Source: an optimization exercise on an open RTL-to-GDS flow (aim: small area, a short achievable clock period and few clock cycles per item). Production flows keep margins and buffers that such runs may drop.
Function was checked by simulation only, so behaviour that the tests miss may differ from the original.

File: design/flow/design.v
`timescale 1ns / 1ps
package mepg_pkg;
	localparam int unsigned CFG_UPPER_HALF = 0;
	localparam int unsigned CFG_SKIP       = 1;
endpackage
`timescale 1ns / 1ps
`default_nettype none
module mepg_add
#(
	parameter int W  = 34,
	parameter int BK = 1
) (
	input  wire  [W-1:0] a,
	input  wire  [W-1:0] b,
	output logic [W-1:0] s
);
	localparam int L = 6;    
	logic [W-1:0] g0, p0, gg, pp;
	always_comb begin
		g0 = a & b;
		p0 = a ^ b;
		gg = g0;
		pp = p0;
		for (int l = 1; l <= L; l++) begin
			for (int i = 0; i < W; i++) begin
				if ((((i + 1) % (1 << l)) == 0) && (i >= (1 << (l - 1)))) begin
					gg[i] = gg[i] | (pp[i] & gg[i - (1 << (l - 1))]);
					pp[i] = pp[i] & pp[i - (1 << (l - 1))];
				end
			end
		end
		for (int l = L - 1; l >= 1; l--) begin
			for (int i = 0; i < W; i++) begin
				if ((((i + 1) % (1 << l)) == (1 << (l - 1))) && (i >= (1 << l))) begin
					gg[i] = gg[i] | (pp[i] & gg[i - (1 << (l - 1))]);
					pp[i] = pp[i] & pp[i - (1 << (l - 1))];
				end
			end
		end
		s = BK ? (p0 ^ {gg[W-2:0], 1'b0}) : (a + b);
	end
endmodule
module mepg_add3
#(
	parameter int W  = 34,
	parameter int BK = 1
) (
	input  wire  [W-1:0] a,
	input  wire  [W-1:0] b,
	input  wire  [W-1:0] c,
	input  wire          ci,
	output logic [W-1:0] s
);
	wire [W-1:0] sv = a ^ b ^ c;
	wire [W-1:0] cv = (a & b) | (a & c) | (b & c);
	mepg_add #(.W(W), .BK(BK)) u_add (.a(sv), .b({cv[W-2:0], ci}), .s(s));
endmodule
`default_nettype wire
`timescale 1ns / 1ps
`default_nettype none
module midpoint_ellipse_point_generator_unit
#(
	parameter int RADIUS_BITS = 10,
	parameter int COORD_BITS  = 12
) (
	input  wire                          clk,
	input  wire                          arst_n,
	input  wire                          psel,
	input  wire                          penable,
	input  wire                          pwrite,
	input  wire  [2:0]                   paddr,
	input  wire  [31:0]                  pwdata,
	output logic [31:0]                  prdata,
	output logic                         pready,
	input  wire                          item_valid,
	output logic                         item_ready,
	input  wire                          item_command,
	input  wire  [RADIUS_BITS-1:0]       item_radius_x,
	input  wire  [RADIUS_BITS-1:0]       item_radius_y,
	input  wire  signed [COORD_BITS-1:0] item_centre_x,
	input  wire  signed [COORD_BITS-1:0] item_centre_y,
	output logic                         result_valid,
	input  wire                          result_ready,
	output logic signed [COORD_BITS:0]   result_right_x,
	output logic signed [COORD_BITS:0]   result_left_x,
	output logic signed [COORD_BITS:0]   result_upper_y,
	output logic signed [COORD_BITS:0]   result_lower_y,
	output logic                         result_lower_valid,
	output logic                         result_visible,
	output logic                         result_done_res
);
	localparam int DW = 34;    
	localparam int MW = 32;    
	localparam int AW = 20;    
	localparam int KW = 24;    
	localparam int OW = COORD_BITS + 1;
	localparam int DBK = 1, GBK = 1, MBK = 1;    
	logic       upper_q;
	logic [7:0] skip_q;
	assign pready = 1'b1;
	always_ff @(posedge clk or negedge arst_n) begin
		if (!arst_n) begin
			upper_q <= 1'b0;
			skip_q  <= '0;
		end else if (psel && penable && pwrite) begin
			if (!paddr[2]) upper_q <= pwdata[0];
			else           skip_q  <= pwdata[7:0];
		end
	end
	assign prdata = paddr[2] ? {24'b0, skip_q} : {31'b0, upper_q};
	localparam logic [1:0] RG_IDLE = 2'd0, RG_FIRST = 2'd1, RG_SECOND = 2'd2, RG_DONE = 2'd3;
	localparam logic [2:0] PH_NONE = 3'd0, PH_P1 = 3'd1, PH_I1 = 3'd2, PH_I2 = 3'd3,
	                       PH_P2 = 3'd4, PH_F1 = 3'd5;
	logic [1:0] region_q;
	logic [2:0] ph_q;
	logic [3:0] cnt_q;
	logic [1:0] tr_q;          
	logic [1:0] pcnt_q;        
	logic       spend_q;       
	logic       rdy_q;
	logic       ov_q;          
	logic [RADIUS_BITS-1:0] crx_q, cry_q;
	logic [COORD_BITS-1:0]  ccx_q, ccy_q;
	logic signed [DW-1:0] D_q;
	logic signed [MW-1:0] M_q, G_q;
	logic        [AW-1:0] a_q, b_q;
	logic        [KW-1:0] CK_q;
	logic        [7:0]    n_q;
	logic                 dx_q, dy_q;
	logic        [OW-1:0] rxo_q, lxo_q, uyo_q, lyo_q;
	logic                 lv_q, vis_q, done_q;
	wire acc       = item_valid && rdy_q;
	wire acc_step  = acc && item_command;
	wire acc_start = acc && !item_command;
	wire out_free  = !ov_q || result_ready;
	wire r1         = (region_q == RG_FIRST);
	wire r2         = (region_q == RG_SECOND);
	wire init_go    = (ph_q == PH_NONE) && spend_q && (pcnt_q == 2'd0);
	wire init_act   = (ph_q != PH_NONE);
	wire seq_free   = !init_act && !init_go && (tr_q == 2'd0);
	wire tr_go      = seq_free && r1 && !G_q[MW-1];
	wire emit       = seq_free && !tr_go && (pcnt_q != 2'd0) && out_free;
	wire y_zero     = (uyo_q == lyo_q);
	wire done_now   = !(r1 || r2) || (r2 && dy_q && y_zero);
	wire step_live  = emit && !done_now;
	wire dneg       = D_q[DW-1];
	wire diag       = r1 ? !dneg : dneg;
	wire mv_x       = r1 || diag;
	wire mv_y       = r2 || diag;
	wire f1_load    = (ph_q == PH_F1) && out_free;
	wire bx = crx_q[cnt_q];
	wire by = cry_q[cnt_q];
	wire signed [DW-1:0] m4  = DW'(signed'(M_q)) <<< 2;
	wire signed [DW-1:0] g4  = DW'(signed'(G_q)) <<< 2;
	wire signed [DW-1:0] a4  = DW'({a_q, 2'b00});
	wire signed [DW-1:0] ck4 = DW'({CK_q, 2'b00});
	logic s_xm4, s_diag1, s_xa4, s_xd, s_xck, s_xnm2, s_yg4, s_yg2, s_yna4, s_ya;
	logic s_z1b, s_z1ck, s_z1nm, s_z2a;
	wire signed [DW-1:0] xop = ({DW{s_xm4}} & m4) | ({DW{s_diag1}} & g4) | ({DW{s_xa4}} & a4)
	                         | ({DW{s_xd}} & D_q) | ({DW{s_xck}} & DW'(CK_q))
	                         | ({DW{s_xnm2}} & ~(DW'(signed'(M_q)) <<< 1));
	wire signed [DW-1:0] yop = ({DW{s_diag1}} & ck4) | ({DW{s_yg4}} & g4)
	                         | ({DW{s_yg2}} & (DW'(signed'(G_q)) <<< 1))
	                         | ({DW{s_yna4}} & ~a4) | ({DW{s_ya}} & DW'(a_q));
	logic signed [DW-1:0] dsum;
	mepg_add3 #(.W(DW), .BK(DBK)) u_dadd (.a(D_q), .b(xop), .c(yop), .ci(s_yna4), .s(dsum));
	wire d_clr = init_go || (ph_q == PH_I2);
	wire d_en  = (init_act && (ph_q != PH_P1) && (ph_q != PH_F1)) || ((ph_q == PH_P1) && bx) || f1_load
	                  || (tr_q != 2'd0) || step_live;
	wire signed [MW-1:0] z1 = ({MW{s_z1b}} & MW'({b_q, 1'b0})) | ({MW{s_z1ck}} & MW'(CK_q))
	                        | ({MW{s_z1nm}} & ~M_q);
	wire signed [MW-1:0] z2 = {MW{s_z2a}} & MW'({a_q, 1'b0});
	logic signed [MW-1:0] gsum, msum;
	mepg_add3 #(.W(MW), .BK(GBK)) u_gadd (.a(G_q), .b(z1), .c(z2), .ci(s_z1nm), .s(gsum));
	mepg_add  #(.W(MW), .BK(MBK)) u_madd (.a(M_q), .b(MW'({b_q, 1'b0})), .s(msum));
	always_ff @(posedge clk) begin
		if (acc_start) begin
			crx_q <= item_radius_x;
			cry_q <= item_radius_y;
			ccx_q <= item_centre_x;
			ccy_q <= item_centre_y;
		end
		if (d_clr)     D_q <= '0;
		else if (d_en) D_q <= dsum;
		if (init_go)                                   M_q <= '0;
		else if ((ph_q == PH_P1) && by)                M_q <= msum;
		else if (ph_q == PH_I1)                        M_q <= M_q >>> 1;
		else if (f1_load)                              M_q <= msum;
		else if (!init_act && step_live && mv_x)       M_q <= msum;
		if (init_go)                                   G_q <= '0;
		else if ((ph_q == PH_P1) && bx)                G_q <= gsum;
		else if (f1_load)                              G_q <= MW'(D_q >>> 1);
		else if ((tr_q == 2'd1) || (tr_q == 2'd2))     G_q <= gsum;
		else if (!init_act && step_live)               G_q <= gsum;
		if (init_go) begin
			a_q <= AW'(crx_q);
			b_q <= AW'(cry_q);
		end else if (ph_q == PH_P1) begin
			a_q <= a_q << 1;
			b_q <= b_q << 1;
		end else if (ph_q == PH_I1) begin
			a_q <= AW'(G_q >>> 1);
			b_q <= AW'(M_q >>> 1);
		end
		if (ph_q == PH_I2) CK_q <= KW'(dsum >>> 2);
		if (f1_load) begin
			rxo_q <= OW'(signed'(ccx_q));
			lxo_q <= OW'(signed'(ccx_q));
			uyo_q <= OW'(signed'(ccy_q)) + OW'(cry_q);
			lyo_q <= OW'(signed'(ccy_q)) - OW'(cry_q);
			dx_q  <= 1'b0;
			dy_q  <= 1'b0;
		end else if (emit) begin
			if (done_now) begin
				rxo_q  <= '0;
				lxo_q  <= '0;
				uyo_q  <= '0;
				lyo_q  <= '0;
				lv_q   <= 1'b0;
				vis_q  <= 1'b0;
				done_q <= 1'b1;
			end else begin
				rxo_q  <= rxo_q + OW'(dx_q);
				lxo_q  <= lxo_q - OW'(dx_q);
				uyo_q  <= uyo_q - OW'(dy_q);
				lyo_q  <= lyo_q + OW'(dy_q);
				vis_q  <= (n_q >= skip_q);
				lv_q   <= (n_q >= skip_q) && !upper_q;
				done_q <= 1'b0;
				dx_q   <= mv_x;
				dy_q   <= mv_y;
			end
		end
		if (f1_load || (tr_q == 2'd3)) begin
			n_q <= '0;
		end else if (step_live && (n_q != 8'hFF)) begin
			n_q <= n_q + 8'd1;
		end
	end
	logic [1:0] pcnt_d, tr_d, region_d;
	logic       spend_d;
	logic [2:0] ph_d;
	logic [3:0] cnt_d;
	always_comb begin
		pcnt_d = pcnt_q + {1'b0, acc_step} - {1'b0, emit};
		spend_d = (spend_q && !init_go) || acc_start;
		ph_d = ph_q;
		unique case (ph_q)
			PH_NONE: if (init_go) ph_d = PH_P1;
			PH_P1:   if (cnt_q == 4'd9) ph_d = PH_I1;
			PH_I1:   ph_d = PH_I2;
			PH_I2:   ph_d = PH_P2;
			PH_P2:   if (cnt_q == 4'd0) ph_d = PH_F1;
			PH_F1:   if (out_free) ph_d = PH_NONE;
			default: ph_d = PH_NONE;
		endcase
		cnt_d = cnt_q;
		if (init_go)            cnt_d = 4'd0;
		else if (ph_q == PH_P1) cnt_d = (cnt_q == 4'd9) ? 4'd9 : cnt_q + 4'd1;
		else if (ph_q == PH_P2) cnt_d = cnt_q - 4'd1;
		if (init_go || init_act)  tr_d = 2'd0;
		else if (tr_go)           tr_d = 2'd1;
		else                      tr_d = (tr_q != 2'd0) ? tr_q + 2'd1 : 2'd0;
		region_d = region_q;
		if (f1_load)                      region_d = RG_FIRST;
		else if (tr_q == 2'd3)            region_d = RG_SECOND;
		else if (emit && done_now && r2)  region_d = RG_DONE;
	end
	wire dneg_d = d_clr ? 1'b0 : (d_en ? dsum[DW-1] : D_q[DW-1]);
	wire st_d   = (ph_d == PH_NONE) && (tr_d == 2'd0);
	wire r1_d   = (region_d == RG_FIRST);
	wire diag_d = r1_d ? !dneg_d : dneg_d;
	wire by_d   = cry_q[cnt_d];
	always_ff @(posedge clk) begin
		s_xm4   <= (ph_d == PH_I1) || (ph_d == PH_I2) || (ph_d == PH_F1) || (st_d && (r1_d ? !diag_d : diag_d));
		s_diag1 <= st_d && r1_d && diag_d;
		s_xa4   <= (ph_d == PH_P1) || (st_d && !r1_d && !diag_d);
		s_xd    <= (ph_d == PH_P2);
		s_xck   <= (tr_d == 2'd1);
		s_xnm2  <= (tr_d == 2'd3);
		s_yg4   <= st_d && !r1_d;
		s_yg2   <= (ph_d == PH_I2) || (tr_d == 2'd3);
		s_yna4  <= (tr_d == 2'd1) || ((ph_d == PH_P2) && by_d);
		s_ya    <= (ph_d == PH_F1) || (tr_d == 2'd2);
		s_z1b   <= st_d && r1_d;
		s_z1ck  <= (tr_d == 2'd1);
		s_z1nm  <= (tr_d == 2'd2);
		s_z2a   <= (ph_d != PH_NONE) || (st_d && (!r1_d || diag_d));
	end
	always_ff @(posedge clk or negedge arst_n) begin
		if (!arst_n) begin
			region_q <= RG_IDLE;
			ph_q     <= PH_NONE;
			cnt_q    <= '0;
			tr_q     <= '0;
			pcnt_q   <= '0;
			spend_q  <= 1'b0;
			rdy_q    <= 1'b1;
			ov_q     <= 1'b0;
		end else begin
			pcnt_q   <= pcnt_d;
			spend_q  <= spend_d;
			ph_q     <= ph_d;
			cnt_q    <= cnt_d;
			tr_q     <= tr_d;
			region_q <= region_d;
			rdy_q    <= !spend_d && (ph_d == PH_NONE) && (pcnt_d != 2'd2);
			if (emit)              ov_q <= 1'b1;
			else if (result_ready) ov_q <= 1'b0;
		end
	end
	assign item_ready         = rdy_q;
	assign result_valid       = ov_q;
	assign result_right_x     = rxo_q;
	assign result_left_x      = lxo_q;
	assign result_upper_y     = uyo_q;
	assign result_lower_y     = lyo_q;
	assign result_lower_valid = lv_q;
	assign result_visible     = vis_q;
	assign result_done_res    = done_q;
endmodule
`default_nettype wire
File: design/flow/flow/run.sh
#!/bin/bash
set -euo pipefail
MARGIN=$(cat flow/margin.txt)
bash standard.sh synth > synth.log 2>&1
bash standard.sh SETUP_SLACK_MARGIN=$MARGIN finish > layout.log 2>&1
File: design/flow/flow/margin.txt
6.15
File: design/flow/standard.sh
#!/bin/bash
# synth_recipe.tcl (not shown) runs the flow's synth.tcl, then flattens the netlist and writes it again
# the make line also repeats each setting of config.mk as NAME=value (left out here)
make -C /OpenROAD-flow-scripts/flow DESIGN_CONFIG=/design/flow/config.mk WORK_HOME=/design/flow/orfs CLKGATE_MAP_FILE= SYNTH_SCRIPT=/design/flow/synth_recipe.tcl "${@:-finish}"
File: design/flow/config.mk
export PLATFORM = sky130hd
export DESIGN_NAME = midpoint_ellipse_point_generator_unit
export DESIGN_NICKNAME = midpoint_ellipse_point_generator_unit
export VERILOG_FILES = /design/flow/design.v
export SDC_FILE = /design/flow/constraint.sdc
export NUM_CORES = 4
export LEC_CHECK = 0
export CAP_MARGIN = 20
export CORE_MARGIN = 2
export CORE_UTILIZATION = 40
export SLEW_MARGIN = 20
File: design/flow/constraint.sdc
create_clock -name core_clock -period 11.0 [get_ports {clk}]
set_input_delay 2.2000 -clock core_clock [delete_from_list [all_inputs] [get_ports {clk}]]
set_output_delay 2.2000 -clock core_clock [all_outputs]
set_load 0.01 [all_outputs]
==> results of run 1 <==
[timing repair]
action,4_1_cts,5_1_grt
endpoints found under the hold margin,0,0
gates cloned,5,0
resized for setup,135,20
pin swaps,28,22
buffers inserted,41,12
setup endpoints to repair,76,41
[flip-flops by register name, summed over array words and instances, names as in the netlist, 12 cells and up]
| register | cells |
|---|---|
| M_q | 32 |
| a_q | 20 |
| ccy_q | 12 |
| lyo_q | 13 |
| b_q | 20 |
| D_q | 34 |
| uyo_q | 13 |
| CK_q | 24 |
| G_q | 32 |
| ccx_q | 12 |
| lxo_q | 13 |
| rxo_q | 13 |
[worst max-delay path: cells and delay by family (launching register included)]
kind | cells | cell delay, ns
buffers and inverters | 2 | 0.33
adder cells (fa/ha/maj) | 4 | 1.54
XOR/XNOR | 4 | 0.63
flip-flops | 1 | 0.42
AO/OA/AOI/OAI | 11 | 2.37
AND/OR/NAND/NOR | 1 | 0.06
[cells by family after synthesis]
kind of cell / after synthesis / synth area share [%]
AOI/OAI and AO/OA: 587 / 18.6
muxes: 57 / 2.95
other: 2 / 0.0348
buffers and inverters: 352 / 6.67
and+or+nand+nor: 633 / 12.9
adders and majority gates: 244 / 17.6
DFF: 309 / 35.9
xor gates and xnor gates: 134 / 5.44
[per-stage QoR]
step	worst slack, ns	instance area (um^2)	cells
after floorplan	6.01	21800	2341
after global placement	4.38	23500	3040
after detailed placement	4.29	23500	3040
after CTS	5.54	25600	3155
after global routing	5.34	25800	3167
final	5.52	25800	3167
[cell usage after synthesis (49+ instances only)]
cell type                  instances
sky130_fd_sc_hd__nand2_1         266
sky130_fd_sc_hd__inv_1           200
sky130_fd_sc_hd__nor2_1          169
sky130_fd_sc_hd__ha_1            146
sky130_fd_sc_hd__edfxtp_1        143
sky130_fd_sc_hd__dfxtp_1         141
sky130_fd_sc_hd__o21ai_0         123
sky130_fd_sc_hd__a21oi_1         121
sky130_fd_sc_hd__clkbuf_1        105
sky130_fd_sc_hd__fa_1             98
sky130_fd_sc_hd__xnor2_1          75
sky130_fd_sc_hd__xor2_1           59
sky130_fd_sc_hd__nand3_1          49
[cell type report]
class	instances	area, um^2	area share, %
Multi-Input combinational cell	1680	13000	50.2
Sequential cell	309	7780	30.1
Timing Repair Buffer	211	2150	8.32
Clock buffer	57	1070	4.16
Tap cell	696	871	3.38
Inverter	201	783	3.04
Clock inverter	12	194	0.752
Timing Repair inverter	1	6.26	0.0242
[worst min path at each step]
stage / start / to / slack [ns] / depth (start not counted)
after floorplan: M_q[0] / M_q[0] / 0.46 / 2
final: pcnt_q[1] / pcnt_q[1] / 0.50 / 1
after global routing: pcnt_q[1] / pcnt_q[1] / 0.52 / 1
after CTS: pcnt_q[1] / pcnt_q[1] / 0.50 / 1
after global placement: pcnt_q[1] / pcnt_q[1] / 0.49 / 1
after detailed placement: pcnt_q[1] / pcnt_q[1] / 0.49 / 1
[layer usage]
layer,global-route usage (%),up-vias
met5,0,-
met3,3.74,166
li1,-,8508
met1,32.6,9141
met4,9.30,0
met2,38.3,770
==> out/summary.log, run 1 <==
[setup_path] Largest stage delay, worst path 0.51 ns
[setup_path] largest fanout on the critical path 11
[setup_path] Register-to-Register Path Depth 22
[clock_network] clock slew at reported path FFs 0.06 ns
[sta] Final Hold Viols 0
[logic_synthesis] most frequently used flop master after synthesis sky130_fd_sc_hd__edfxtp_1
[finish] Area growth, synth to finish 19.5%
[setup_path] nature of the critical path startpoint flip-flop
[logic_synthesis] number of synthesized flops with an enable pin 143
[clock_network] CTS H-tree depth 2
[job] number of max-capacitance violations reported 0
[sta] post-route minimum period 5.48 ns
[clock_network] Clock Latency Late Sink 0.57 ns
[die] chip width 236 um
[clock_network] worst-case clock buffer depth 3
[die] number of placement rows 85
[logic_synthesis] cell accounting for the most synthesized area sky130_fd_sc_hd__edfxtp_1
[routing] M1 wire length 29200 um
[finish] Filler Cells Inserted 4997
[logic_synthesis] post-synth top area share 19.9%
[routing] DR DRC count 0
[global_route] via count of the first global-routing pass 18400
[logic_synthesis] Yosys reg bits 309
[routing] DRT antenna net count 0
[global_route] overall fraction of global-route tracks in use 23.9%
[logic_synthesis] post-synthesis sequential area ratio 35.9%
[routing] ratio of routed vias to standard cells 5.87
[die] Core Footprint 53600 um^2
[routing] First-pass DRT Iterations 6
[placed_design] routability-driven placement congestion ratio 0.884
[setup_path] worst path arrival time 5.93 ns
[logic_synthesis] Cell variety after synth 68
[logic_synthesis] mapped cell area 21600 um^2
[sta] aggregate negative setup slack 0 ns
[clock_network] number of buffers added by the clock tree synthesis step 38
[routing] met2 WL 30600 um
[finish] number of antenna cells inserted 0
[setup_path] Worst setup EP type flip-flop
[finish] commonest cells after routing, fill and taps aside sky130_fd_sc_hd__nand2_1 (261), sky130_fd_sc_hd__inv_1 (198), sky130_fd_sc_hd__nor2_1 (164)
[setup_path] worst setup path category flip-flop to flip-flop
[routing] wire length per cell after detailed routing 21.3 um
[clock_network] total number of clock tree sinks 309
[clock_network] CTS tree done
[sta] Slew Limit Fails 0
[finish] final standard cell utilization of the core 48.1%
[sta] final setup vio count 0
[setup_path] worst flop-to-flop path startpoint s_ya
[routing] Detailed Route WL 67500 um
[setup_path] Crit path required time 11.45 ns
[setup_path] worst-path cell with the longest stage delay sky130_fd_sc_hd__fa_1
[global_route] remaining global-route overflow 0
[routing] top routing layer in use met4
[sta] Fin Clk Skew 0.0289 ns
[finish] number of nets in the final layout 2773
[routing] total vias in the final route 18600
[die] height of the die 236 um
[die] starting utilization of the core area 40.3%
[finish] commonest non-fill, non-tap cell in the layout sky130_fd_sc_hd__nand2_1
[logic_synthesis] Synth Warn # 3
[routing] total met3 wirelength after detailed routing 4970 um
[global_route] first-pass GRT wire length 106000 um
[setup_path] worst setup slack for register-to-register paths 5.52 ns
[sta] Max-slew headroom 36.3%
[setup_path] critical path endpoint s_xm4
[sta] Worst Max-Slew Pin Slew 0.955 ns
[setup_path] CP Cell Sequence a222oi_1, o211ai_1, fa_1, ha_1, o21ai_2, nor2_2, a311oi_2, buf_4, a21oi_4, o21ai_4, o22ai_2, o41a_1, a31o_2, fa_2, xor2_2, xnor2_2, buf_4, xor2_2, a311oi_1, ha_2, xnor2_1, o21ai_1
[logic_synthesis] Syn Inst Count 2318
[finish] fraction of final layout cells sized beyond drive strength 1 10.5%
[die] I/O pin count 177
[die] area of the die 55800 um^2
[setup_path] timing startpoint of the critical path s_ya
[global_route] pin count of the biggest net entering global routing 72
[sta] fraction of the cycle the final worst path needs 49.8%
[sta] FMAX 0.183 GHz
[sta] worst hold slack across all endpoints 0.503 ns
[placed_design] final HPWL from detailed placement 44200 um
[routing] count of routing violations after the opening detailed-route iteration 1990
[clock_network] cell at the root of the clock tree sky130_fd_sc_hd__clkbuf_16
[worst_hold_path] Hold WC Path Type flip-flop to flip-flop
[global_route] number of antenna violations at the first check in global routing 0
[sta] RSZ-0062 raised after global routing yes
[logic_synthesis] share of synthesized registers carrying an async set or reset 8.09%
[logic_synthesis] synth top area cells sky130_fd_sc_hd__edfxtp_1 (20%), sky130_fd_sc_hd__dfxtp_1 (13%), sky130_fd_sc_hd__fa_1 (9.1%)
[placed_design] # port buffers 125
[clock_network] CTS Hold Buffers Added 0
[setup_path] end of the worst register-to-register path s_xm4
[logic_synthesis] average cell area after synthesis 9.31 um^2
[outcome] run status timing/DRC/antenna clean
Testbench counts, summed over its fixed seeds: cycles 48,695, items 46,359.
==> inputs of run 2 (changes only) <==
--- a/design/flow/design.v
+++ b/design/flow/design.v
@@ -95,5 +95,5 @@
 	localparam int KW = 24;    
 	localparam int OW = COORD_BITS + 1;
-	localparam int DBK = 1, GBK = 1, MBK = 1;    
+	localparam int DBK = 0, GBK = 1, MBK = 1;    
 	logic       upper_q;
 	logic [7:0] skip_q;
==> run 2 against run 1 <==
Net effect:
- fmax increased by 11%
- largest cell class unchanged
- routed wire length increased by 1.7%
- clock-buffer cell count increased by 1
- worst hold slack got worse by 0.0052 ns
- register-to-register slack improved by 0.81 ns
- synthesized cell count increased by 4.3%
- synthesized area increased by 1.4%
- sequential cell count unchanged
- via count increased by 2.2%
- clock skew decreased by 0.0068 ns
==> out/summary.log, run 2 <==
[placed_design] # port buffers 125 [unchanged]
[sta] fraction of the cycle the final worst path needs 44.7% [-5.1 points]
[logic_synthesis] post-synthesis sequential area ratio 35.4% [-0.51 points]
[finish] final standard cell area without fillers 25900 um^2 [+0.37%]
[placed_design] final HPWL from detailed placement 44300 um [+0.42%]
[logic_synthesis] most frequently used flop master after synthesis sky130_fd_sc_hd__edfxtp_1
[sta] RSZ-0062 raised after global routing yes
[global_route] remaining global-route overflow 0 [unchanged]
[sta] Final Hold Viols 0 [unchanged]
[logic_synthesis] most frequent cells after synthesis sky130_fd_sc_hd__nand2_1 (320), sky130_fd_sc_hd__inv_1 (202), sky130_fd_sc_hd__a21oi_1 (165)
[finish] Filler Cells Inserted 5053 [+1.1%]
[setup_path] largest fanout on the critical path 5 [-6]
[logic_synthesis] Yosys reg bits 309 [unchanged]
[routing] ratio of routed vias to standard cells 5.84 [-0.46%]
[sta] Worst Max-Slew Pin Slew 0.972 ns [+0.0168 ns]
[setup_path] worst setup path category input port to output port
[routing] count of routing violations after the opening detailed-route iteration 2008 [+0.90%]
[sta] aggregate negative setup slack 0 ns [unchanged]
[logic_synthesis] number of synthesized flops with an enable pin 143 [unchanged]
[sta] FMAX 0.203 GHz [+11%]
[logic_synthesis] cell with the most instances after synthesis sky130_fd_sc_hd__nand2_1
[global_route] first-pass GRT wire length 106000 um [about the same]
[routing] DR DRC count 0 [unchanged]
[clock_network] CTS tree done
[clock_network] CTS H-tree depth 2 [unchanged]
[logic_synthesis] share of synthesized registers carrying an async set or reset 8.09% [unchanged]
[clock_network] number of buffers added by the clock tree synthesis step 39 [+2.6%]
[finish] register with the most flip-flops D_q
[routing] DRT antenna net count 0 [unchanged]
[finish] flip-flop count of the largest register after layout 34 [unchanged]
[global_route] pin count of the biggest net entering global routing 61 [-15%]
[logic_synthesis] post-synth top area share 19.6% [-0.28 points]
[placed_design] routability-driven placement congestion ratio 0.875 [-1.1%]
[clock_network] clock slew at reported path FFs 0.06 ns [about the same]
[placed_design] Placed Instance Area 23700 um^2 [+1.1%]
[logic_synthesis] average cell area after synthesis 9.06 um^2 [-2.7%]
[setup_path] CP Cell Sequence buf_12, mux2_4, buf_6
[clock_network] cell at the root of the clock tree sky130_fd_sc_hd__clkbuf_16
[setup_path] cell type group with the largest total delay on the critical path multiplexers
[finish] number of antenna cells inserted 0 [unchanged]
[clock_network] Clock Latency Late Sink 0.57 ns [about the same]
[routing] Detailed Route WL 68700 um [+1.7%]
[finish] number of nets in the final layout 2843 [+2.5%]
[die] starting utilization of the core area 40.6% [+0.34 points]
[clock_network] worst-case clock buffer depth 3 [unchanged]
[routing] First-pass DRT Iterations 9 [+3]
[die] area of the die 56600 um^2 [+1.4%]
[finish] commonest cells after routing, fill and taps aside sky130_fd_sc_hd__nand2_1 (317), sky130_fd_sc_hd__inv_1 (196), sky130_fd_sc_hd__a21oi_1 (156)
[job] number of max-capacitance violations reported 0 [unchanged]
[logic_synthesis] Cell variety after synth 78 [+15%]
[finish] number of standard cells in the layout, taps in and fillers out 3253 [+2.7%]
[setup_path] combined buffer and inverter count along the critical path 2 [unchanged]
[finish] Area growth, synth to finish 18.3%
[sta] Slew Limit Fails 0 [unchanged]
[sta] post-route minimum period 4.92 ns [-0.560 ns]
[setup_path] Largest stage delay, worst path 0.29 ns [-0.22 ns]
[sta] Max-slew headroom 35.1% [-1.2 points]
[setup_path] Worst setup EP type output port
[logic_synthesis] Synth Warn # 3 [unchanged]
[outcome] run status timing/DRC/antenna clean
[global_route] via count of the first global-routing pass 18600 [+1.4%]
[global_route] overall fraction of global-route tracks in use 23.6% [-0.30 points]
[die] height of the die 238 um [+0.70%]
[setup_path] nature of the critical path startpoint input port
[sta] Fin Clk Skew 0.0221 ns [-0.00679 ns]
[routing] total vias in the final route 19000 [+2.2%]
[finish] commonest non-fill, non-tap cell in the layout sky130_fd_sc_hd__nand2_1
[placed_design] instance count after placement with tap cells included 3138 [+3.2%]
[setup_path] worst path arrival time 2.72 ns [-3.21 ns]
[clock_network] total number of clock tree sinks 309 [unchanged]
[die] chip width 238 um [+0.70%]
[setup_path] worst-path cell with the longest stage delay sky130_fd_sc_hd__mux2_4
[finish] fraction of final layout cells sized beyond drive strength 1 10.1% [-0.43 points]
[sta] final setup vio count 0 [unchanged]
[global_route] number of antenna violations at the first check in global routing 0 [unchanged]
[logic_synthesis] synth top area cells sky130_fd_sc_hd__edfxtp_1 (20%), sky130_fd_sc_hd__dfxtp_1 (13%), sky130_fd_sc_hd__ha_1 (8.5%)
[worst_hold_path] Hold WC Path Type flip-flop to flip-flop
[finish] Largest regs D_q (34), G_q (32), M_q (32)
[die] Core Footprint 53900 um^2 [+0.60%]
[logic_synthesis] Syn Inst Count 2417 [+4.3%]
[setup_path] Crit path required time 8.80 ns [-2.65 ns]
[die] I/O pin count 177 [unchanged]
[logic_synthesis] mapped cell area 21900 um^2 [+1.4%]
[die] number of placement rows 85 [unchanged]
[routing] wire length per cell after detailed routing 21.1 um [-1.0%]
[logic_synthesis] cell accounting for the most synthesized area sky130_fd_sc_hd__edfxtp_1
run 2: metal layers:
| layer | up-vias | global-route usage [%] | wire length, um |
|---|---|---|---|
| li1 | 8829 | - | - |
| met1 | 9295 | 32.5 | 29700 |
| met2 | 753 | 38.2 | 31900 |
| met3 | 125 | 3.54 | 5190 |
| met4 | 0 | 7.70 | 1860 |
| met5 | - | 0 | 0 |
run 2: layout make-up:
cell class / count / area, um^2 / share of cell area, %
timing repair buffer: 193 / 1970 / 7.60
multi-input combinational: 1780 / 13300 / 51.2
tap: 696 / 871 / 3.36
sequential: 309 / 7760 / 30.0
clock buffer: 58 / 1160 / 4.47
timing repair inverter: 1 / 7.51 / 0.0290
clock inverter: 14 / 88.8 / 0.343
inverter: 202 / 768 / 2.97
run 2: stage by stage:
stage	hold WS, ns	setup WS (ns)	utilization, %
after floorplan	0.458	6.14	-
after global placement	0.481	5.07	44.0
after detailed placement	0.486	5.00	44.0
after CTS	0.495	6.08	47.0
after global routing	0.526	6.07	48.0
final	0.498	6.08	48.0
run 2: path summary, 6_finish.rpt:
check / from / endpoint / slack, ns / cells past startpoint
hold / removal: D_q[15] / D_q[15] / 0.50 / 2
setup reg to reg: s_z1ck / G_q[31] / 6.33 / 20
setup / recovery: paddr[2] / prdata[0] / 6.08 / 3
min in group asynchronous: arst_n / ov_q / 2.03 / 2
max in group asynchronous: arst_n / rdy_q / 8.66 / 2
hold reg to reg: D_q[15] / D_q[15] / 0.50 / 2
run 2: cells by family after synthesis:
logic type	after synthesis	share of synthesized area, %
fa+ha+maj	230	16.0
compound gates	665	20.4
mux	43	2.26
other cells	2	0.0343
simple gates	675	13.8
xor+xnor	139	5.56
flops	309	35.4
buf+inv	354	6.61
run 2: worst min-delay path, delay by kind of cell (launching register included):
family           cells  cell delay, ns
flip-flops           1            0.34
AO/OA/AOI/OAI        1            0.05
AND/OR/NAND/NOR      1            0.06
run 2: repair_timing:
action | 4_1_cts | 5_1_grt
resized for setup | 84 | 72
endpoints found under the hold margin | 0 | 0
hold buffers | 0 | 0
setup endpoints to repair | 61 | 19
cloned | 6 | 5
setup buffers | 16 | 16
pin swaps | 12 | 32
Testbench counts of run 2, summed over its fixed seeds: cycles 48,695, items 46,359.
==> inputs of run 3 (changes only) <==
--- a/design/flow/design.v
+++ b/design/flow/design.v
@@ -13,4 +13,5 @@
 	input  wire  [W-1:0] a,
 	input  wire  [W-1:0] b,
+	input  wire          ci,
 	output logic [W-1:0] s
 );
@@ -20,4 +21,5 @@
 		g0 = a & b;
 		p0 = a ^ b;
+		g0[0] = g0[0] | (p0[0] & ci);
 		gg = g0;
 		pp = p0;
@@ -38,5 +40,5 @@
 			end
 		end
-		s = BK ? (p0 ^ {gg[W-2:0], 1'b0}) : (a + b);
+		s = BK ? (p0 ^ {gg[W-2:0], ci}) : (a + b + W'(ci));
 	end
 endmodule
@@ -54,5 +56,5 @@
 	wire [W-1:0] sv = a ^ b ^ c;
 	wire [W-1:0] cv = (a & b) | (a & c) | (b & c);
-	mepg_add #(.W(W), .BK(BK)) u_add (.a(sv), .b({cv[W-2:0], ci}), .s(s));
+	mepg_add #(.W(W), .BK(BK)) u_add (.a(sv), .b({cv[W-2:0], ci}), .ci(1'b0), .s(s));
 endmodule
 `default_nettype wire
@@ -95,5 +97,5 @@
 	localparam int KW = 24;    
 	localparam int OW = COORD_BITS + 1;
-	localparam int DBK = 0, GBK = 1, MBK = 1;    
+	localparam int DBK = 0, GBK = 1, MBK = 1, OBK = 1;    
 	logic       upper_q;
 	logic [7:0] skip_q;
@@ -117,9 +119,7 @@
 	logic [1:0] tr_q;          
 	logic [1:0] pcnt_q;        
-	logic       spend_q;       
 	logic       rdy_q;
 	logic       ov_q;          
 	logic [RADIUS_BITS-1:0] crx_q, cry_q;
-	logic [COORD_BITS-1:0]  ccx_q, ccy_q;
 	logic signed [DW-1:0] D_q;
 	logic signed [MW-1:0] M_q, G_q;
@@ -128,18 +128,18 @@
 	logic        [7:0]    n_q;
 	logic                 dx_q, dy_q;
-	logic        [OW-1:0] rxo_q, lxo_q, uyo_q, lyo_q;
+	logic signed [COORD_BITS-1:0] cx_q, cy_q;       
+	logic        [RADIUS_BITS-1:0] x_q, y_q;        
 	logic                 lv_q, vis_q, done_q;
-	wire acc       = item_valid && rdy_q;
-	wire acc_step  = acc && item_command;
-	wire acc_start = acc && !item_command;
 	wire out_free  = !ov_q || result_ready;
+	wire start_ok  = (pcnt_q == 2'd0) && out_free;
+	wire acc_step  = item_valid && rdy_q && item_command;
+	wire acc_start = item_valid && rdy_q && !item_command && start_ok;
 	wire r1         = (region_q == RG_FIRST);
 	wire r2         = (region_q == RG_SECOND);
-	wire init_go    = (ph_q == PH_NONE) && spend_q && (pcnt_q == 2'd0);
+	wire init_go    = acc_start;    
 	wire init_act   = (ph_q != PH_NONE);
-	wire seq_free   = !init_act && !init_go && (tr_q == 2'd0);
-	wire tr_go      = seq_free && r1 && !G_q[MW-1];
-	wire emit       = seq_free && !tr_go && (pcnt_q != 2'd0) && out_free;
-	wire y_zero     = (uyo_q == lyo_q);
+	wire seq_free   = !init_act && (tr_q == 2'd0);
+	wire emit       = seq_free && ((pcnt_q != 2'd0) || acc_step) && out_free;
+	wire y_zero     = (y_q == '0);
 	wire done_now   = !(r1 || r2) || (r2 && dy_q && y_zero);
 	wire step_live  = emit && !done_now;
@@ -148,5 +148,5 @@
 	wire mv_x       = r1 || diag;
 	wire mv_y       = r2 || diag;
-	wire f1_load    = (ph_q == PH_F1) && out_free;
+	wire f1_load    = (ph_q == PH_F1);
 	wire bx = crx_q[cnt_q];
 	wire by = cry_q[cnt_q];
@@ -173,11 +173,18 @@
 	logic signed [MW-1:0] gsum, msum;
 	mepg_add3 #(.W(MW), .BK(GBK)) u_gadd (.a(G_q), .b(z1), .c(z2), .ci(s_z1nm), .s(gsum));
-	mepg_add  #(.W(MW), .BK(MBK)) u_madd (.a(M_q), .b(MW'({b_q, 1'b0})), .s(msum));
+	mepg_add  #(.W(MW), .BK(MBK)) u_madd (.a(M_q), .b(MW'({b_q, 1'b0})), .ci(1'b0), .s(msum));
+	logic signed [MW-1:0] G_d;
+	always_comb begin
+		G_d = G_q;
+		if (init_go)                                   G_d = '0;
+		else if ((ph_q == PH_P1) && bx)                G_d = gsum;
+		else if (f1_load)                              G_d = MW'(D_q >>> 1);
+		else if ((tr_q == 2'd1) || (tr_q == 2'd2))     G_d = gsum;
+		else if (!init_act && step_live)               G_d = gsum;
+	end
 	always_ff @(posedge clk) begin
 		if (acc_start) begin
 			crx_q <= item_radius_x;
 			cry_q <= item_radius_y;
-			ccx_q <= item_centre_x;
-			ccy_q <= item_centre_y;
 		end
 		if (d_clr)     D_q <= '0;
@@ -188,12 +195,8 @@
 		else if (f1_load)                              M_q <= msum;
 		else if (!init_act && step_live && mv_x)       M_q <= msum;
-		if (init_go)                                   G_q <= '0;
-		else if ((ph_q == PH_P1) && bx)                G_q <= gsum;
-		else if (f1_load)                              G_q <= MW'(D_q >>> 1);
-		else if ((tr_q == 2'd1) || (tr_q == 2'd2))     G_q <= gsum;
-		else if (!init_act && step_live)               G_q <= gsum;
+		G_q <= G_d;
 		if (init_go) begin
-			a_q <= AW'(crx_q);
-			b_q <= AW'(cry_q);
+			a_q <= AW'(item_radius_x);
+			b_q <= AW'(item_radius_y);
 		end else if (ph_q == PH_P1) begin
 			a_q <= a_q << 1;
@@ -204,25 +207,23 @@
 		end
 		if (ph_q == PH_I2) CK_q <= KW'(dsum >>> 2);
-		if (f1_load) begin
-			rxo_q <= OW'(signed'(ccx_q));
-			lxo_q <= OW'(signed'(ccx_q));
-			uyo_q <= OW'(signed'(ccy_q)) + OW'(cry_q);
-			lyo_q <= OW'(signed'(ccy_q)) - OW'(cry_q);
+		if (acc_start) begin
+			cx_q  <= item_centre_x;
+			cy_q  <= item_centre_y;
+			x_q   <= '0;
+			y_q   <= item_radius_y;
 			dx_q  <= 1'b0;
 			dy_q  <= 1'b0;
 		end else if (emit) begin
 			if (done_now) begin
-				rxo_q  <= '0;
-				lxo_q  <= '0;
-				uyo_q  <= '0;
-				lyo_q  <= '0;
+				cx_q   <= '0;
+				cy_q   <= '0;
+				x_q    <= '0;
+				y_q    <= '0;
 				lv_q   <= 1'b0;
 				vis_q  <= 1'b0;
 				done_q <= 1'b1;
 			end else begin
-				rxo_q  <= rxo_q + OW'(dx_q);
-				lxo_q  <= lxo_q - OW'(dx_q);
-				uyo_q  <= uyo_q - OW'(dy_q);
-				lyo_q  <= lyo_q + OW'(dy_q);
+				x_q    <= x_q + RADIUS_BITS'(dx_q);
+				y_q    <= y_q - RADIUS_BITS'(dy_q);
 				vis_q  <= (n_q >= skip_q);
 				lv_q   <= (n_q >= skip_q) && !upper_q;
@@ -239,10 +240,8 @@
 	end
 	logic [1:0] pcnt_d, tr_d, region_d;
-	logic       spend_d;
 	logic [2:0] ph_d;
 	logic [3:0] cnt_d;
 	always_comb begin
 		pcnt_d = pcnt_q + {1'b0, acc_step} - {1'b0, emit};
-		spend_d = (spend_q && !init_go) || acc_start;
 		ph_d = ph_q;
 		unique case (ph_q)
@@ -252,5 +251,5 @@
 			PH_I2:   ph_d = PH_P2;
 			PH_P2:   if (cnt_q == 4'd0) ph_d = PH_F1;
-			PH_F1:   if (out_free) ph_d = PH_NONE;
+			PH_F1:   ph_d = PH_NONE;
 			default: ph_d = PH_NONE;
 		endcase
@@ -259,7 +258,7 @@
 		else if (ph_q == PH_P1) cnt_d = (cnt_q == 4'd9) ? 4'd9 : cnt_q + 4'd1;
 		else if (ph_q == PH_P2) cnt_d = cnt_q - 4'd1;
-		if (init_go || init_act)  tr_d = 2'd0;
-		else if (tr_go)           tr_d = 2'd1;
-		else                      tr_d = (tr_q != 2'd0) ? tr_q + 2'd1 : 2'd0;
+		if (init_go || (init_act && !f1_load)) tr_d = 2'd0;
+		else if (tr_q != 2'd0)    tr_d = tr_q + 2'd1;
+		else                      tr_d = {1'b0, (region_d == RG_FIRST) && !G_d[MW-1]};
 		region_d = region_q;
 		if (f1_load)                      region_d = RG_FIRST;
@@ -295,25 +294,27 @@
 			tr_q     <= '0;
 			pcnt_q   <= '0;
-			spend_q  <= 1'b0;
 			rdy_q    <= 1'b1;
 			ov_q     <= 1'b0;
 		end else begin
 			pcnt_q   <= pcnt_d;
-			spend_q  <= spend_d;
 			ph_q     <= ph_d;
 			cnt_q    <= cnt_d;
 			tr_q     <= tr_d;
 			region_q <= region_d;
-			rdy_q    <= !spend_d && (ph_d == PH_NONE) && (pcnt_d != 2'd2);
+			rdy_q    <= (ph_d == PH_NONE) && (pcnt_d != 2'd2);
 			if (emit)              ov_q <= 1'b1;
 			else if (result_ready) ov_q <= 1'b0;
 		end
 	end
-	assign item_ready         = rdy_q;
+	assign item_ready         = rdy_q && (item_command || start_ok);
 	assign result_valid       = ov_q;
-	assign result_right_x     = rxo_q;
-	assign result_left_x      = lxo_q;
-	assign result_upper_y     = uyo_q;
-	assign result_lower_y     = lyo_q;
+	wire [OW-1:0] cx_e = OW'(cx_q);
+	wire [OW-1:0] cy_e = OW'(cy_q);
+	wire [OW-1:0] x_e  = OW'(x_q);
+	wire [OW-1:0] y_e  = OW'(y_q);
+	mepg_add #(.W(OW), .BK(OBK)) u_rx (.a(cx_e), .b(x_e),  .ci(1'b0), .s(result_right_x));
+	mepg_add #(.W(OW), .BK(OBK)) u_lx (.a(cx_e), .b(~x_e), .ci(1'b1), .s(result_left_x));
+	mepg_add #(.W(OW), .BK(OBK)) u_uy (.a(cy_e), .b(y_e),  .ci(1'b0), .s(result_upper_y));
+	mepg_add #(.W(OW), .BK(OBK)) u_ly (.a(cy_e), .b(~y_e), .ci(1'b1), .s(result_lower_y));
 	assign result_lower_valid = lv_q;
 	assign result_visible     = vis_q;
==> run 3 against run 2 <==
Net effect:
- cell area decreased by 3.9%
- global-route usage increased by 0.67 points
- final cell count decreased by 3.0%
- synthesized area decreased by 4.7%
- clock-buffer cell count decreased by 2
- register-to-register slack got worse by 0.61 ns
- synthesized cell count decreased by 3.9%
- first-iteration DRC count decreased by 8.1%
- still clean on timing, DRC and antenna
- largest cell class unchanged
- critical path depth increased by 9
- routed wire length decreased by 4.3%
- sequential share of layout area decreased by 3.1 points
- critical endpoint is now result_upper_y[8]
==> out/summary.log, run 3 <==
[logic_synthesis] mapped cell area 20900 um^2 [-4.7%]
[global_route] remaining global-route overflow 0 [unchanged]
[sta] PnR worst setup slack 5.65 ns [-0.432 ns]
[sta] worst hold slack across all endpoints 0.485 ns [-0.0125 ns]
[sta] FMAX 0.187 GHz [-8.1%]
[setup_path] Largest stage delay, worst path 0.43 ns [+0.14 ns]
[sta] Final Hold Viols 0 [unchanged]
[setup_path] worst flop-to-flop path startpoint s_z1nm
[setup_path] cell type group with the largest total delay on the critical path adder cells
[finish] Largest regs D_q (34), G_q (32), M_q (32)
[placed_design] routability-driven placement congestion ratio 0.888 [+1.5%]
[die] chip width 232 um [-2.4%]
[setup_path] worst path arrival time 3.15 ns [+0.43 ns]
[logic_synthesis] post-synthesis share of cell area spent on and, or, nand and nor gates 14.9% [+1.1 points]
[setup_path] Crit path required time 8.80 ns [about the same]
[sta] Max-slew headroom 24.7% [-10 points]
[clock_network] CTS H-tree depth 2 [unchanged]
[worst_hold_path] beginning of the worst hold path x_q[2]
[finish] commonest non-fill, non-tap cell in the layout sky130_fd_sc_hd__nand2_1
[logic_synthesis] Cell variety after synth 94 [+21%]
[setup_path] combined buffer and inverter count along the critical path 3 [+1]
[clock_network] clock slew at reported path FFs 0.06 ns [about the same]
[finish] register with the most flip-flops D_q
[clock_network] worst-case clock buffer depth 3 [unchanged]
[clock_network] Clock Latency Late Sink 0.56 ns [about the same]
[clock_network] number of buffers added by the clock tree synthesis step 36 [-7.7%]
[logic_synthesis] most frequent cells after synthesis sky130_fd_sc_hd__nand2_1 (283), sky130_fd_sc_hd__nor2_1 (189), sky130_fd_sc_hd__inv_1 (182)
[placed_design] worst-case setup slack after placement 4.54 ns [-0.465 ns]
[sta] post-route minimum period 5.35 ns [+0.432 ns]
[finish] Area growth, synth to finish 19.4%
[clock_network] CTS tree done
[global_route] pin count of the biggest net entering global routing 92 [+51%]
[setup_path] Worst setup EP type output port
[setup_path] end of the worst register-to-register path s_yna4
[logic_synthesis] Synth Area in Compound Gates 21.1% [+0.69 points]
[setup_path] worst setup path category flip-flop to output port
[logic_synthesis] share of synthesized registers carrying an async set or reset 8.70% [+0.61 points]
[logic_synthesis] average cell area after synthesis 8.98 um^2 [-0.90%]
[setup_path] worst-path cell with the longest stage delay sky130_fd_sc_hd__edfxtp_1
[setup_path] largest fanout on the critical path 3 [-2]
[clock_network] total number of clock tree sinks 276 [-11%]
[sta] aggregate negative setup slack 0 ns [unchanged]
[routing] total vias in the final route 18300 [-3.8%]
[worst_hold_path] worst min-delay path endpoint x_q[2]
[logic_synthesis] synth top area cells sky130_fd_sc_hd__edfxtp_1 (15%), sky130_fd_sc_hd__dfxtp_1 (14%), sky130_fd_sc_hd__ha_1 (9.8%)
[clock_network] cell at the root of the clock tree sky130_fd_sc_hd__clkbuf_16
[logic_synthesis] largest family of logic cells by synthesized area compound AO/OA/AOI/OAI gates
[logic_synthesis] Yosys reg bits 276 [-11%]
[setup_path] worst setup slack for register-to-register paths 5.72 ns [-0.61 ns]
[worst_hold_path] Min-Delay Path Depth 2 [unchanged]
[logic_synthesis] cell accounting for the most synthesized area sky130_fd_sc_hd__edfxtp_1
[finish] flip-flop count of the largest register after layout 34 [unchanged]
[sta] Worst Max-Slew Pin Slew 1.13 ns [+0.155 ns]
[finish] number of nets in the final layout 2798 [-1.6%]
[logic_synthesis] Synth Warn # 4 [+1]
[setup_path] most frequent cell on the critical path sky130_fd_sc_hd__o21bai_1
[finish] Filler Cells Inserted 4785 [-5.3%]
[setup_path] Register-to-Register Path Depth 24 [+20%]
[die] I/O pin count 177 [unchanged]
[logic_synthesis] Synth Area in Adders 19.4% [+3.4 points]
[routing] DRT antenna net count 0 [unchanged]
[outcome] run status timing/DRC/antenna clean
[logic_synthesis] post-synth top area share 14.5% [-5.1 points]
[job] number of max-capacitance violations reported 0 [unchanged]
[logic_synthesis] Syn Inst Count 2323 [-3.9%]
[routing] ratio of routed vias to standard cells 5.79 [-0.80%]
[die] area of the die 54000 um^2 [-4.7%]
[sta] final setup vio count 0 [unchanged]
[routing] wire length per cell after detailed routing 20.8 um [-1.3%]
[die] number of placement rows 83 [-2.4%]
[die] Core Footprint 51400 um^2 [-4.7%]
[finish] fraction of final layout cells sized beyond drive strength 1 14.6% [+4.5 points]
[routing] DR DRC count 0 [unchanged]
[worst_hold_path] Hold WC Path Type flip-flop to flip-flop
[sta] RSZ-0062 raised after global routing yes
[routing] First-pass DRT Iterations 9 [unchanged]
[logic_synthesis] xor-xnor portion of the synthesized cell area 3.95% [-1.6 points]
[logic_synthesis] cell with the most instances after synthesis sky130_fd_sc_hd__nand2_1
[global_route] overall fraction of global-route tracks in use 24.3% [+0.67 points]
[finish] final standard cell utilization of the core 48.4% [+0.40 points]
[finish] number of antenna cells inserted 0 [unchanged]
[routing] count of routing violations after the opening detailed-route iteration 1845 [-8.1%]
[logic_synthesis] post-synthesis sequential area ratio 31.9% [-3.4 points]
[setup_path] CP Cell Sequence ha_2, inv_2, fa_2, o21ba_4, o21bai_4, a21oi_2, o21bai_1, a21oi_1, o21bai_1, buf_4, fa_1, buf_2
[placed_design] final HPWL from detailed placement 45200 um [+2.0%]
[sta] Fin Clk Skew 0.0173 ns [-0.00484 ns]
[global_route] number of antenna violations at the first check in global routing 2 [+2]
[global_route] via count of the first global-routing pass 17900 [-3.7%]
[die] height of the die 232 um [-2.4%]
[global_route] first-pass GRT wire length 103000 um [-2.8%]
[die] starting utilization of the core area 40.6% [about the same]
[sta] Slew Limit Fails 0 [unchanged]
[setup_path] nature of the critical path startpoint flip-flop
[placed_design] # port buffers 125 [unchanged]
[sta] fraction of the cycle the final worst path needs 48.6% [+3.9 points]
[logic_synthesis] number of synthesized flops with an enable pin 101 [-29%]
[logic_synthesis] multiplexer fraction of the synthesized cell area 2.11% [-0.15 points]
[logic_synthesis] most frequently used flop master after synthesis sky130_fd_sc_hd__dfxtp_1
[finish] commonest cells after routing, fill and taps aside sky130_fd_sc_hd__nand2_1 (280), sky130_fd_sc_hd__nor2_1 (184), sky130_fd_sc_hd__inv_1 (172)
[routing] Detailed Route WL 65700 um [-4.3%]
==> run 3: cell count changes after synthesis, moves of 18 or more <==
cell / change
sky130_fd_sc_hd__fa_1: +18
sky130_fd_sc_hd__nand2_1: -37
sky130_fd_sc_hd__xor2_1: -24
sky130_fd_sc_hd__nor2_1: +47
sky130_fd_sc_hd__inv_1: -20
sky130_fd_sc_hd__a21oi_1: -25
sky130_fd_sc_hd__a22oi_1: +24
sky130_fd_sc_hd__and2_1: +30
sky130_fd_sc_hd__clkbuf_1: -19
sky130_fd_sc_hd__edfxtp_1: -42
sky130_fd_sc_hd__xnor2_1: -21
==> run 3: worst max path at each step <==
| stage | slack (ns) | depth (start not counted) | endpoint | from |
|---|---|---|---|---|
| final | 5.65 | 12 | result_upper_y[8] | y_q[0] |
| after floorplan | 6.17 | 2 | prdata[0] | paddr[2] |
| after detailed placement | 4.54 | 23 | s_yna4 | s_z1nm |
| after CTS | 5.67 | 12 | result_upper_y[8] | y_q[0] |
| after global routing | 5.47 | 13 | result_upper_y[11] | y_q[0] |
| after global placement | 4.58 | 23 | s_yna4 | s_z1nm |
==> run 3: routing by layer <==
| layer | routed length, um | share of wire [%] | track usage (%) | up-vias |
|---|---|---|---|---|
| met1 | 28800 | 44 | 33.5 | 8978 |
| met2 | 30000 | 46 | 38.8 | 708 |
| met5 | 0 | 0 | 0 | - |
| met3 | 5150 | 7.8 | 3.93 | 98 |
| met4 | 1800 | 2.7 | 7.93 | 0 |
| li1 | - | - | - | 8503 |
==> run 3: worst min-delay path, stage by stage, from the launching register on <==
cell and delay (ns):
sky130_fd_sc_hd__dfxtp_4 0.35, sky130_fd_sc_hd__nand2_1 0.05, sky130_fd_sc_hd__a21oi_1 0.05
==> run 3: per-stage QoR <==
step	instance area (um^2)	instances
finish	24900	3156
global route	24900	3156
CTS	24500	3130
detailed placement	22600	3029
global placement	22600	3029
floorplan	21000	2346
==> run 3: cell type report <==
type	count	area, um^2	share of cell area [%]
multi-input combinational	1741	13500	54.2
sequential	276	6690	26.9
timing repair buffer	206	1870	7.53
clock buffer	56	1160	4.66
tap	680	851	3.42
inverter	185	737	2.96
clock inverter	10	65.1	0.261
timing repair inverter	2	15.0	0.0603
==> run 3: logic make-up after synthesis <==
group / count (synthesis)
and+or+nand+nor: 686
adders and majority gates: 263
DFF: 276
AOI/OAI and AO/OA: 635
muxes: 37
buffers and inverters: 330
other: 2
xor gates and xnor gates: 94
==> run 3: repair_timing <==
action / 4_1_cts / 5_1_grt
endpoints found under the hold margin: 0 / 0
pin swaps: 87 / 61
endpoints found under the setup margin: 109 / 60
resized for setup: 341 / 53
buffers inserted: 30 / 26
gates cloned: 5 / 0
hold buffers: 0 / 0
Testbench counts of run 3, summed over its fixed seeds: cycles 48,527, items 46,359.
==> inputs of run 4 (changes only) <==
--- a/design/flow/design.v
+++ b/design/flow/design.v
@@ -97,18 +97,26 @@
 	localparam int KW = 24;    
 	localparam int OW = COORD_BITS + 1;
-	localparam int DBK = 0, GBK = 1, MBK = 1, OBK = 1;    
-	logic       upper_q;
-	logic [7:0] skip_q;
+	localparam int DBK = 0, GBK = 1, MBK = 1;    
+	logic       upper_n_q;     
+	logic       skip0_n_q;     
+	logic [7:1] skip_h_q;      
+	wire        upper_q = !upper_n_q;
+	wire  [7:0] skip_q  = {skip_h_q, !skip0_n_q};
 	assign pready = 1'b1;
 	always_ff @(posedge clk or negedge arst_n) begin
 		if (!arst_n) begin
-			upper_q <= 1'b0;
-			skip_q  <= '0;
+			upper_n_q <= 1'b1;
+			skip0_n_q <= 1'b1;
+			skip_h_q  <= '0;
 		end else if (psel && penable && pwrite) begin
-			if (!paddr[2]) upper_q <= pwdata[0];
-			else           skip_q  <= pwdata[7:0];
+			if (!paddr[2]) begin
+				upper_n_q <= !pwdata[0];
+			end else begin
+				skip0_n_q <= !pwdata[0];
+				skip_h_q  <= pwdata[7:1];
+			end
 		end
 	end
-	assign prdata = paddr[2] ? {24'b0, skip_q} : {31'b0, upper_q};
+	assign prdata = {24'b0, skip_h_q & {7{paddr[2]}}, !(paddr[2] ? skip0_n_q : upper_n_q)};
 	localparam logic [1:0] RG_IDLE = 2'd0, RG_FIRST = 2'd1, RG_SECOND = 2'd2, RG_DONE = 2'd3;
 	localparam logic [2:0] PH_NONE = 3'd0, PH_P1 = 3'd1, PH_I1 = 3'd2, PH_I2 = 3'd3,
@@ -121,5 +129,4 @@
 	logic       rdy_q;
 	logic       ov_q;          
-	logic [RADIUS_BITS-1:0] crx_q, cry_q;
 	logic signed [DW-1:0] D_q;
 	logic signed [MW-1:0] M_q, G_q;
@@ -128,6 +135,5 @@
 	logic        [7:0]    n_q;
 	logic                 dx_q, dy_q;
-	logic signed [COORD_BITS-1:0] cx_q, cy_q;       
-	logic        [RADIUS_BITS-1:0] x_q, y_q;        
+	logic        [OW-1:0] rxo_q, lxo_q, uyo_q, lyo_q;
 	logic                 lv_q, vis_q, done_q;
 	wire out_free  = !ov_q || result_ready;
@@ -141,5 +147,5 @@
 	wire seq_free   = !init_act && (tr_q == 2'd0);
 	wire emit       = seq_free && ((pcnt_q != 2'd0) || acc_step) && out_free;
-	wire y_zero     = (y_q == '0);
+	wire y_zero     = (uyo_q == lyo_q);
 	wire done_now   = !(r1 || r2) || (r2 && dy_q && y_zero);
 	wire step_live  = emit && !done_now;
@@ -149,6 +155,6 @@
 	wire mv_y       = r2 || diag;
 	wire f1_load    = (ph_q == PH_F1);
-	wire bx = crx_q[cnt_q];
-	wire by = cry_q[cnt_q];
+	wire bx = lxo_q[cnt_q];
+	wire by = lyo_q[cnt_q];
 	wire signed [DW-1:0] m4  = DW'(signed'(M_q)) <<< 2;
 	wire signed [DW-1:0] g4  = DW'(signed'(G_q)) <<< 2;
@@ -184,8 +190,4 @@
 	end
 	always_ff @(posedge clk) begin
-		if (acc_start) begin
-			crx_q <= item_radius_x;
-			cry_q <= item_radius_y;
-		end
 		if (d_clr)     D_q <= '0;
 		else if (d_en) D_q <= dsum;
@@ -208,22 +210,28 @@
 		if (ph_q == PH_I2) CK_q <= KW'(dsum >>> 2);
 		if (acc_start) begin
-			cx_q  <= item_centre_x;
-			cy_q  <= item_centre_y;
-			x_q   <= '0;
-			y_q   <= item_radius_y;
+			rxo_q <= OW'(item_centre_x);
+			lxo_q <= OW'(item_radius_x);
+			uyo_q <= OW'(item_centre_y);
+			lyo_q <= OW'(item_radius_y);
 			dx_q  <= 1'b0;
 			dy_q  <= 1'b0;
+		end else if (f1_load) begin
+			lxo_q <= rxo_q;
+			uyo_q <= uyo_q + lyo_q;
+			lyo_q <= uyo_q - lyo_q;
 		end else if (emit) begin
 			if (done_now) begin
-				cx_q   <= '0;
-				cy_q   <= '0;
-				x_q    <= '0;
-				y_q    <= '0;
+				rxo_q  <= '0;
+				lxo_q  <= '0;
+				uyo_q  <= '0;
+				lyo_q  <= '0;
 				lv_q   <= 1'b0;
 				vis_q  <= 1'b0;
 				done_q <= 1'b1;
 			end else begin
-				x_q    <= x_q + RADIUS_BITS'(dx_q);
-				y_q    <= y_q - RADIUS_BITS'(dy_q);
+				rxo_q  <= rxo_q + OW'(dx_q);
+				lxo_q  <= lxo_q - OW'(dx_q);
+				uyo_q  <= uyo_q - OW'(dy_q);
+				lyo_q  <= lyo_q + OW'(dy_q);
 				vis_q  <= (n_q >= skip_q);
 				lv_q   <= (n_q >= skip_q) && !upper_q;
@@ -270,5 +278,5 @@
 	wire r1_d   = (region_d == RG_FIRST);
 	wire diag_d = r1_d ? !dneg_d : dneg_d;
-	wire by_d   = cry_q[cnt_d];
+	wire by_d   = lyo_q[cnt_d];
 	always_ff @(posedge clk) begin
 		s_xm4   <= (ph_d == PH_I1) || (ph_d == PH_I2) || (ph_d == PH_F1) || (st_d && (r1_d ? !diag_d : diag_d));
@@ -309,12 +317,8 @@
 	assign item_ready         = rdy_q && (item_command || start_ok);
 	assign result_valid       = ov_q;
-	wire [OW-1:0] cx_e = OW'(cx_q);
-	wire [OW-1:0] cy_e = OW'(cy_q);
-	wire [OW-1:0] x_e  = OW'(x_q);
-	wire [OW-1:0] y_e  = OW'(y_q);
-	mepg_add #(.W(OW), .BK(OBK)) u_rx (.a(cx_e), .b(x_e),  .ci(1'b0), .s(result_right_x));
-	mepg_add #(.W(OW), .BK(OBK)) u_lx (.a(cx_e), .b(~x_e), .ci(1'b1), .s(result_left_x));
-	mepg_add #(.W(OW), .BK(OBK)) u_uy (.a(cy_e), .b(y_e),  .ci(1'b0), .s(result_upper_y));
-	mepg_add #(.W(OW), .BK(OBK)) u_ly (.a(cy_e), .b(~y_e), .ci(1'b1), .s(result_lower_y));
+	assign result_right_x     = rxo_q;
+	assign result_left_x      = lxo_q;
+	assign result_upper_y     = uyo_q;
+	assign result_lower_y     = lyo_q;
 	assign result_lower_valid = lv_q;
 	assign result_visible     = vis_q;
--- a/design/flow/config.mk
+++ b/design/flow/config.mk
@@ -6,6 +6,6 @@
 export NUM_CORES = 4
 export LEC_CHECK = 0
-export CAP_MARGIN = 20
+export CAP_MARGIN = 0
 export CORE_MARGIN = 2
 export CORE_UTILIZATION = 40
-export SLEW_MARGIN = 20
+export SLEW_MARGIN = 0
==> run 4 against run 3 <==
Net effect:
- still clean on timing, DRC and antenna
- final cell count is 1.5% higher
- first-iteration DRC count is 14% lower
- non-clock buffer count is 6 lower
- worst hold slack better by 0.014 ns
- utilization is 0.69 points lower
==> out/summary.log, run 4 <==
[outcome] run status timing/DRC/antenna clean
[setup_path] nature of the critical path startpoint flip-flop
[finish] number of nets in the final layout 2817 [+0.68%]
[logic_synthesis] multiplexer fraction of the synthesized cell area 2.05% [-0.058 points]
[die] height of the die 231 um [-0.77%]
[clock_network] CTS tree done
[clock_network] total number of clock tree sinks 264 [-4.3%]
[global_route] pin count of the biggest net entering global routing 72 [-22%]
[finish] flip-flop count of the largest register after layout 34 [unchanged]
[logic_synthesis] Cell variety after synth 86 [-8.5%]
[sta] aggregate negative setup slack 0 ns [unchanged]
[setup_path] worst path arrival time 6.04 ns [+2.89 ns]
[finish] Largest regs D_q (34), G_q (32), M_q (32)
[die] starting utilization of the core area 40.3% [-0.31 points]
[setup_path] worst-path cell with the longest stage delay sky130_fd_sc_hd__fa_1
[setup_path] critical path endpoint s_xm4
[routing] DR DRC count 0 [unchanged]
[setup_path] Register-to-Register Path Depth 31 [+29%]
[logic_synthesis] Synth Area in Adders 17.2% [-2.2 points]
[placed_design] final HPWL from detailed placement 44300 um [-1.9%]
[sta] FMAX 0.179 GHz [-4.1%]
[die] number of placement rows 83 [unchanged]
[setup_path] Worst setup EP type flip-flop
[job] number of max-capacitance violations reported 0 [unchanged]
[logic_synthesis] share of synthesized registers carrying an async set or reset 9.09% [+0.40 points]
[routing] Detailed Route WL 66300 um [+0.82%]
[global_route] overall fraction of global-route tracks in use 24.7% [+0.36 points]
[die] area of the die 53100 um^2 [-1.5%]
[placed_design] Placed Instance Area 22400 um^2 [-1.0%]
[clock_network] cell at the root of the clock tree sky130_fd_sc_hd__clkbuf_16
[sta] final setup vio count 0 [unchanged]
[placed_design] routability-driven placement congestion ratio 0.917 [+3.3%]
[finish] Area growth, synth to finish 18.6%
[logic_synthesis] Syn Inst Count 2390 [+2.9%]
[sta] fraction of the cycle the final worst path needs 50.7% [+2.1 points]
[logic_synthesis] Synth Warn # 3 [-1]
[clock_network] Clock Latency Late Sink 0.55 ns [about the same]
[logic_synthesis] Synth Area in Compound Gates 21.7% [+0.64 points]
[routing] wire length per cell after detailed routing 20.7 um [-0.62%]
[logic_synthesis] Yosys reg bits 264 [-4.3%]
[logic_synthesis] most frequent cells after synthesis sky130_fd_sc_hd__nand2_1 (312), sky130_fd_sc_hd__nor2_1 (232), sky130_fd_sc_hd__a21oi_1 (156)
[global_route] remaining global-route overflow 0 [unchanged]
[placed_design] # port buffers 125 [unchanged]
[sta] Fin Clk Skew 0.0192 ns [+0.00190 ns]
[sta] Final Hold Viols 0 [unchanged]
[sta] RSZ-0062 raised after global routing yes
[finish] final standard cell area without fillers 24300 um^2 [-2.2%]
[routing] count of routing violations after the opening detailed-route iteration 1590 [-14%]
[global_route] number of antenna violations at the first check in global routing 0 [-2]
[run 4: cell types whose count changed in the layout (fill, tap and decap cells not counted), moves of 14 or more]
cell,delta
sky130_fd_sc_hd__a222oi_1,-18
sky130_fd_sc_hd__a21oi_1,+14
sky130_fd_sc_hd__and2_1,-24
sky130_fd_sc_hd__clkdlybuf4s50_1,+42
sky130_fd_sc_hd__buf_2,-23
sky130_fd_sc_hd__nor2_1,+44
sky130_fd_sc_hd__nand2_1,+28
sky130_fd_sc_hd__nor2b_1,+15
sky130_fd_sc_hd__inv_1,-30
sky130_fd_sc_hd__a211oi_1,+15
sky130_fd_sc_hd__a22oi_1,+16
sky130_fd_sc_hd__xor2_1,+24
[run 4: repair_timing]
action                                  CTS  global route
resized for setup                       135            35
hold endpoints to repair                  0             0
endpoints found under the setup margin   66            61
pin swaps                                29            29
buffers inserted                         28            11
gates cloned                              5             0
[run 4: worst min-delay path by stage]
stage | start | end | depth (start not counted)
2_1_floorplan | M_q[0] | M_q[0] | 2
3_3_place_gp | M_q[0] | M_q[0] | 2
3_5_place_dp | M_q[0] | M_q[0] | 2
4_1_cts | M_q[0] | M_q[0] | 2
5_1_grt | D_q[0] | D_q[0] | 2
6_report | D_q[0] | D_q[0] | 2
[run 4: cell families (layout without fill, tap and decap cells)]
group                      after synthesis  count (layout)
muxes                                   32              32
DFF                                    264             264
xor gates and xnor gates               127             127
buffers and inverters                  304             413
and+or+nand+nor                        766             766
adders and majority gates              233             233
other                                    2              25
AOI/OAI and AO/OA                      662             662
[run 4: routing by layer]
layer,global-route usage (%),vias up,share of wire [%]
met5,0,-,0
met4,9.27,0,3.5
met3,3.61,155,6.8
met2,41.7,745,47
met1,31.9,9096,43
li1,-,8699,-
[run 4: critical path, delay by kind of cell (launching register included)]
kind | cells | cell delay (ns)
adders and majority gates | 3 | 1.04
xor gates and xnor gates | 3 | 0.40
AOI/OAI and AO/OA | 17 | 2.70
DFF | 1 | 0.36
buffers and inverters | 3 | 0.35
and+or+nand+nor | 5 | 0.63
[run 4: final cells by class]
| type | instances | area, um^2 |
|---|---|---|
| fillers | 4859 | 26600 |
| multi-input cells | 1845 | 13500 |
| flip-flops and latches | 264 | 6360 |
| repair buffers | 200 | 1960 |
| clock buffers | 57 | 1090 |
| well taps | 680 | 851 |
| inverters | 149 | 576 |
| clock inverters | 5 | 27.5 |
| repair inverters | 2 | 17.5 |
[run 4: per-stage QoR]
stage	instances	utilization, %	hold slack (ns)
floorplan	2413	-	0.460
global route	3202	47.7	0.528
global placement	3096	43.9	0.478
CTS	3191	47.2	0.500
detailed placement	3096	43.9	0.492
finish	3202	47.7	0.500
Testbench counts of run 4, summed over its fixed seeds: cycles 48,527, items 46,359.

-- port drivers added, routing unchanged --
Ports are ideal in the flow. The routed layouts listed here were re-timed in OpenROAD. Step 1, drivers: a clkbuf_16 drives clk and a buf_2 each remaining input, both assumed. Step 2, shift: input delay + t, output delay - t, t = (earliest + latest rising clock arrival at the registers) / 2. This alone moves slack from input paths to output paths. Three values: no drivers, after step 1, after step 2; two values: the first two.
run | t, ns | setup WS [ns] | latest minus earliest clock arrival (ns) | cell pins on the clock port's net
run 1 | 0.611 | 5.523 / 5.523 / 5.118 | 0.029 / 0.029 | 1
run 2 | 0.615 | 6.083 / 5.998 / 5.675 | 0.022 / 0.022 | 1
run 3 | 0.607 | 5.651 / 5.595 / 5.433 | 0.017 / 0.017 | 1
run 4 | 0.599 | 5.424 / 5.424 / 5.424 | 0.019 / 0.019 | 1
After both steps every run listed still meets setup and hold. The setup slack of run 2, which loses most, moves by -0.085 ns with the drivers and by -0.408 ns with both steps.
